Background: an optimization exercise with open tools, aiming at small area and a short achievable clock period. Do not read the settings as production practice. Function was checked by simulation only, so behaviour that the tests miss may differ from the original. No activity file was given, so power comes from the tool's default toggle rates.

==> flow/design.v <==
module dgt_raddr_scheduler #(
    parameter int unsigned NUM_REQ     = 256,
    parameter int unsigned PARALLELISM = 4,
    parameter int unsigned NUM_CH      = 2
) (
    input  logic                    clk_i,
    input  logic                    rst_ni,
    input  logic                    en_i,
    input  logic                    flush_i,
    input  logic [NUM_CH-1:0]       req_valid_i,
    output logic [NUM_CH-1:0]       req_ready_o,
    input  logic [NUM_CH*NUM_REQ-1:0] req_i,
    input  logic [NUM_CH-1:0]       msb_first_i,
    input  logic [NUM_CH-1:0]       dense_mode_i,
    input  logic [$clog2(NUM_REQ/PARALLELISM)-1:0]     addr_lower_bound_i,
    input  logic [$clog2(NUM_REQ/PARALLELISM)-1:0]     addr_upper_bound_i,
    output logic                    idx_valid_o,
    input  logic                    idx_ready_i,
    output logic [$clog2(NUM_REQ/PARALLELISM)-1:0]     idx_o,
    output logic [((NUM_CH>1)?$clog2(NUM_CH):1)-1:0]     ch_o,
    output logic [PARALLELISM-1:0]  lane_mask_o,
    output logic [NUM_REQ/PARALLELISM-1:0]    grant_block_one_hot_o,
    output logic                    last_o,
    output logic                    empty_o
);
    localparam int unsigned NUM_BLK    = NUM_REQ / PARALLELISM;
    localparam int unsigned ADDR_WIDTH = $clog2(NUM_BLK);
    localparam int unsigned CH_WIDTH   = (NUM_CH > 1) ? $clog2(NUM_CH) : 1;
    logic [NUM_CH-1:0][NUM_REQ-1:0]    lane_q;
    logic [NUM_CH-1:0][ADDR_WIDTH-1:0] cur_q, far_q;
    logic [NUM_CH-1:0]                 order_q, dense_q, last_q;
    logic [NUM_CH-1:0]                 loaded_q;
    logic [CH_WIDTH-1:0]               rr_q;
    logic                  sel_any;
    logic [CH_WIDTH-1:0]   sel_ch;
    always_comb begin : pick
        logic [CH_WIDTH-1:0] cand;
        sel_any = 1'b0;
        sel_ch  = '0;
        for (int unsigned i = 0; i < NUM_CH; i++) begin
            cand = CH_WIDTH'((32'(rr_q) + i) % NUM_CH);
            if (!sel_any && loaded_q[cand]) begin
                sel_any = 1'b1;
                sel_ch  = cand;
            end
        end
    end
    logic hs;
    assign hs = en_i & sel_any & idx_ready_i;
    logic [NUM_CH-1:0][NUM_BLK-1:0]    pv;
    logic [NUM_CH-1:0]                 t_ord;
    logic [NUM_CH-1:0]                 c_any, c_multi;
    logic [NUM_CH-1:0][ADDR_WIDTH-1:0] c_idx;
    logic [NUM_CH-1:0][ADDR_WIDTH-1:0] w_lo, w_hi;
    logic [NUM_CH-1:0]                 w_dense;
    logic [NUM_CH-1:0][NUM_BLK-1:0]    w_nz;
    logic [ADDR_WIDTH:0][NUM_BLK-1:0]                 t_any, t_multi;
    logic [ADDR_WIDTH:0][NUM_BLK-1:0][ADDR_WIDTH-1:0] t_idx;
    logic al, ar, take_r;
    always_comb begin : per_channel
        for (int unsigned c = 0; c < NUM_CH; c++) begin
            if (loaded_q[c]) begin
                w_lo[c]    = order_q[c] ? far_q[c] : cur_q[c] + ADDR_WIDTH'(1);
                w_hi[c]    = order_q[c] ? cur_q[c] - ADDR_WIDTH'(1) : far_q[c];
                w_dense[c] = dense_q[c];
                for (int unsigned b = 0; b < NUM_BLK; b++)
                    w_nz[c][b] = |lane_q[c][b*PARALLELISM +: PARALLELISM];
            end else begin
                w_lo[c]    = addr_lower_bound_i;
                w_hi[c]    = addr_upper_bound_i;
                w_dense[c] = dense_mode_i[c];
                for (int unsigned b = 0; b < NUM_BLK; b++)
                    w_nz[c][b] = |req_i[c*NUM_REQ + b*PARALLELISM +: PARALLELISM];
            end
            for (int unsigned b = 0; b < NUM_BLK; b++)
                pv[c][b] = (w_dense[c] | w_nz[c][b])
                         && (ADDR_WIDTH'(b) >= w_lo[c]) && (ADDR_WIDTH'(b) <= w_hi[c]);
            t_ord[c] = loaded_q[c] ? order_q[c] : msb_first_i[c];
            t_any   = '0;
            t_multi = '0;
            t_idx   = '0;
            t_any[0] = pv[c];
            for (int unsigned l = 1; l <= ADDR_WIDTH; l++) begin
                for (int unsigned j = 0; j < (NUM_BLK >> l); j++) begin
                    al = t_any[l-1][2*j];
                    ar = t_any[l-1][2*j+1];
                    take_r = t_ord[c] ? ar : ~al;
                    t_any[l][j]   = al | ar;
                    t_multi[l][j] = t_multi[l-1][2*j] | t_multi[l-1][2*j+1] | (al & ar);
                    t_idx[l][j]   = take_r ? t_idx[l-1][2*j+1] : t_idx[l-1][2*j];
                    t_idx[l][j][l-1] = take_r;
                end
            end
            c_any[c]   = t_any[ADDR_WIDTH][0];
            c_multi[c] = t_multi[ADDR_WIDTH][0];
            c_idx[c]   = t_idx[ADDR_WIDTH][0];
        end
    end
    always_ff @(posedge clk_i or negedge rst_ni) begin : ctrl_reg
        if (!rst_ni) begin
            loaded_q <= '0;
            rr_q     <= '0;
        end else if (flush_i) begin
            loaded_q <= '0;
            rr_q     <= '0;
        end else if (en_i) begin
            for (int unsigned c = 0; c < NUM_CH; c++) begin
                if (!loaded_q[c])
                    loaded_q[c] <= req_valid_i[c] & c_any[c];
                else if (hs && sel_ch == CH_WIDTH'(c) && last_q[c])
                    loaded_q[c] <= 1'b0;
            end
            if (sel_any)
                rr_q <= idx_ready_i ? CH_WIDTH'((32'(sel_ch) + 32'd1) % NUM_CH) : sel_ch;
        end
    end
    always_ff @(posedge clk_i) begin : data_reg
        for (int unsigned c = 0; c < NUM_CH; c++) begin
            if (!loaded_q[c]) begin
                lane_q[c]  <= req_i[c*NUM_REQ +: NUM_REQ];
                order_q[c] <= msb_first_i[c];
                dense_q[c] <= dense_mode_i[c];
                far_q[c]   <= msb_first_i[c] ? addr_lower_bound_i : addr_upper_bound_i;
            end
            if (!loaded_q[c] || (hs && sel_ch == CH_WIDTH'(c))) begin
                cur_q[c]  <= c_idx[c];
                last_q[c] <= ~c_multi[c];
            end
        end
    end
    logic [NUM_CH-1:0][PARALLELISM-1:0] c_lanes;
    always_comb begin
        for (int unsigned c = 0; c < NUM_CH; c++) begin
            c_lanes[c] = '0;
            for (int unsigned b = 0; b < NUM_BLK; b++)
                c_lanes[c] = c_lanes[c] | ({PARALLELISM{cur_q[c] == ADDR_WIDTH'(b)}}
                                           & lane_q[c][b*PARALLELISM +: PARALLELISM]);
        end
    end
    assign req_ready_o           = ~loaded_q;
    assign empty_o               = ~|loaded_q;
    assign idx_valid_o           = en_i & sel_any;
    assign idx_o                 = sel_any ? cur_q[sel_ch] : '0;
    assign ch_o                  = sel_any ? sel_ch : '0;
    assign lane_mask_o           = sel_any ? c_lanes[sel_ch] : '0;
    assign last_o                = sel_any & last_q[sel_ch];
    assign grant_block_one_hot_o = sel_any ? (NUM_BLK'(1) << cur_q[sel_ch]) : '0;
endmodule
==> flow/flow/run.sh <==
#!/bin/bash
# Standard ORFS layout, with the port buffers made as the smallest plain buffer
# (sky130_fd_sc_hd__buf_1) instead of the default delay-buffer cell.
set -euo pipefail
bash standard.sh "BUFFER_PORTS_ARGS=-buffer_cell sky130_fd_sc_hd__buf_1" finish > orfs_make.log 2>&1
==> flow/standard.sh <==
#!/bin/bash
# synth_recipe.tcl (not shown) runs the flow's synth.tcl, then flattens the netlist and writes it again
# the make line also repeats each setting of config.mk as NAME=value (left out here)
make -C /OpenROAD-flow-scripts/flow DESIGN_CONFIG=/design/flow/config.mk WORK_HOME=/design/flow/orfs CLKGATE_MAP_FILE= SYNTH_SCRIPT=/design/flow/synth_recipe.tcl "${@:-finish}"
==> flow/config.mk <==
export PLATFORM = sky130hd
export DESIGN_NAME = dgt_raddr_scheduler
export DESIGN_NICKNAME = dgt_raddr_scheduler
export VERILOG_FILES = /design/flow/design.v
export SDC_FILE = /design/flow/constraint.sdc
export NUM_CORES = 4
export LEC_CHECK = 0
export CAP_MARGIN = 20
export CORE_MARGIN = 2
export CORE_UTILIZATION = 40
export SETUP_SLACK_MARGIN = 5
export SLEW_MARGIN = 20
==> flow/constraint.sdc <==
create_clock -name core_clock -period 10.0 [get_ports {clk_i}]
set_input_delay 2.0000 -clock core_clock [delete_from_list [all_inputs] [get_ports {clk_i}]]
set_output_delay 2.0000 -clock core_clock [all_outputs]
set_load 0.01 [all_outputs]
==> notes.md <==
[where the power goes]
| group | internal (mW) | switching (mW) |
|---|---|---|
| registers | 2.75 | 0.189 |
| clock network | 1.20 | 0.967 |
| logic | 1.12 | 2.29 |
| total | 5.08 | 3.45 |
[worst register-to-register path: stages, from the launching register on]
cell	delay, ps
edfxtp_1	360
buf_6	390
clkinvlp_2	810
nand4_1	320
and3_1	180
buf_4	370
nand2_1	260
o211ai_1	440
o211ai_1	150
buf_4	190
nor4_4	290
nand3_1	240
or4_1	590
a31oi_1	180
a311oi_1	70
[flip-flops by register name, summed over array words and instances (netlist names)]
| name | count |
|---|---|
| order_q | 2 |
| dense_q | 2 |
| rr_q | 1 |
| cur_q | 12 |
| last_q | 2 |
| lane_q | 512 |
| far_q | 12 |
| loaded_q | 2 |
[routing by layer]
layer,track usage (%),part of all wire [%],vias to the layer above
li1,-,-,14300
met1,54.5,38,16900
met2,55.3,41,3140
met3,15.7,16,436
met4,14.0,4.2,12
met5,0,0.043,-
[through the flow]
step / power [mW] / instances / hold slack [ps]
final: 8.52 / 4975 / 538
after detailed placement: 5.70 / 4739 / 487
after global routing: 8.70 / 4972 / 553
after global placement: 5.72 / 4739 / 467
after CTS: 8.15 / 4916 / 533
after floorplan: 4.54 / 3204 / 433
[final cells by class]
class                      instances  area [µm²]  share of cell area [%]
clock buffer                      69        1470                    3.66
clock inverter                    33         373                   0.928
sequential                       545       16300                    40.6
multi-input combinational       2428       16300                    40.6
antenna                            8        20.0                  0.0498
timing repair inverter             3        37.5                  0.0934
inverter                          21         136                   0.339
tap                             1060        1330                    3.30
timing repair buffer             808        4170                    10.4
[synthesized netlist by cell type, types with 31 or more instances]
cell         n  area (µm²)
a211oi_1    36         270
a21oi_1    231        1160
a221oi_1    34         298
a222oi_1    31         310
a22oi_1    148        1110
a31oi_1     52         325
and2_1      41         257
buf_2       50         250
clkbuf_1   126         473
edfxtp_1   538       16200
mux2_2      31         349
mux2i_1     51         510
nand2_1    393        1480
nand3_1    110         551
nand4_1     47         294
nor2_1     212         796
nor2b_1     31         194
nor3_1      74         370
nor4_1     198        1240
o2111ai_1   34         298
o211ai_1    37         278
o21ai_0    143         716
or4_1       44         330
[cell families (layout without fill, tap and decap cells)]
kind of cell | after synthesis | after routing | synth area share (%)
AND/OR/NAND/NOR | 1274 | 1274 | 19.9
AO/OA/AOI/OAI | 1047 | 1049 | 22.9
flip-flops | 545 | 545 | 50.4
buffers and inverters | 233 | 934 | 3.22
multiplexers | 86 | 86 | 2.86
adder cells (fa/ha/maj) | 13 | 13 | 0.479
XOR/XNOR | 6 | 6 | 0.162
other | 0 | 8 | 0
[final timing paths]
| path | start | to | cells after the start |
|---|---|---|---|
| worst min register to register | last_q[1] | loaded_q[1] | 1 |
| min in group asynchronous | rst_ni | rr_q | 1 |
| worst min-delay path | last_q[1] | loaded_q[1] | 1 |
| worst max register to register | cur_q[11] | loaded_q[1] | 14 |
| max in group asynchronous | rst_ni | loaded_q[1] | 1 |
| worst max-delay path | cur_q[7] | lane_mask_o[0] | 14 |
[what timing repair did]
action                                  in CTS  in global routing
hold buffers                                 0                  0
pin swaps                                   52                 48
endpoints found under the setup margin      95                 86
cloned                                       2                  4
resized for setup                          196                200
buffers inserted                            73                 47
==> flow_summary.toml <==
[sta]
final_max_slew_viol_count = 0
hold_viol = 0
worst_pin_slew_ps = 1140
finClkSkew_ps = 67.6
setup_viol = 0
period_minus_slack_ps = 5620
fin_crit_sh_pct = 56.2
max_slew_margin_pct = 23.8
fmax_mhz = 178
setup_ws_ps = 4380
rsz0062_at_grt = "yes"
setup_tns_ps = 0

[setup_path]
critPathArrivalTime_ps = 3620
crit_family = "compound AO/OA/AOI/OAI gates"
critPathCaptureType = "primary output"
critical_path.slowest_cell = "a222oi_1"
crit_chain = "buf_12 -> clkinvlp_4 -> ha_4 -> buf_4 -> and2_4 -> buf_8 -> buf_4 -> a222oi_1 -> a21oi_1 -> a21oi_1 -> a21oi_1 -> nor4_2 -> nor3_1 -> buf_4"
start_kind = "flip-flop"
path_buf_inv = 6
crit_type = "reg -> out"
max_stage_delay_ps = 440
crit_path_max_fanout = 7
crit_required_ps = 8000
r2r_slack_ps = 5030

[logic_synthesis]
synth_seq_area_share_pct = 50.4
synthArstFlopShare_pct = 0.550
netlist_area_um2 = 32400
synth_flop_cell = "edfxtp_1"
ys_ff_latch = 545
synth.distinct_cells = 113
synth_nets = 3749
syn_area_per_cell_um2 = 10.1
synth_edf_count = 538
synthCells = 3204
yosysWarnings = 1

[route]
wl_per_cell_um = 34.8
drt_pass1_iterations = 7
avgViaCountPerCell = 6.99
vias = 34800
drt_iter0_markers = 6283
drt-total-wl_um = 173000
drcViolationCount = 0
drtAntennaViolNets = 0

[global_routing]
antenna_found_initial = 13
overflow = 0
grt_max_degree = 134
grt_pass1_vias = 31200
grtUsageTotal_pct = 39.3
grt_pass1_wl_um = 234000

[clocking]
cts-root-buf = "clkbuf_16"
cts.sinks = 545
clockBufferDepth = 3
path_clk_slew_ps = 60
clk_latency_ps = 680
ctsHtreeMaxLevel = 2
cts_tree = "done"
numCtsBuffers = 57

[outcome]
outcome = "no timing/DRC/antenna violations"

[layout]
n_fill_cell = 7480
post-route-util_pct = 50.1
final_common_cell = "buf_1"
layout_common_cells = "buf_1 (576), edfxtp_1 (538), nand2_1 (373), a21oi_1 (202), nor4_1 (191)"
nets = 4409
finish.instance_area_um2 = 40200
drive_gt1_share_pct = 16.5
syn_to_final_growth_pct = 24.2

[die]
fp.dieH_um = 288
ios = 615
die_width_um = 288
rows = 104
die_area_um2 = 83200
start_util_pct = 40.3
coreArea_um2 = 80300

[power]
p_per_area_nw_per_um2 = 212
p_leak_nw = 13.1
vdd_drop_max_mv = 0.132

[placement]
dpl.hpwl_um = 131000
dpl_cell_area_um2 = 35800
gp_congestion = 1.08
place_ws_ps = 3630
io_buffer_count = 614

[worst_hold_path]
hold_class = "reg -> reg"

[flow_run]
maxCapViolCount = 0

[static timing again, ports no longer ideal]
No port has a modelled driver above. Below, the same layout with a new extraction and two added sets of constraints.
Step 1 sets driving cells, clkbuf_16 on the clock port and buf_2 on the other inputs (assumed; they add their load-dependent delay and slew).
Step 2 moves the port delays by t, midway between the first and last clock arrival at a register: inputs arrive t later, outputs are due t later. That takes back most of the time a late clock gives input paths.
Slacks: no drivers / after step 1 / after step 2; pairs: no drivers / after step 1.
t (ns): 0.710
setup WS [ns]: 4.381 / 4.318 / 4.279
pins driven straight from the clock port: 1
After both steps this run still meets setup and hold. For this run, drivers alone change the setup slack by -0.063 ns; drivers and shift together by -0.102 ns.
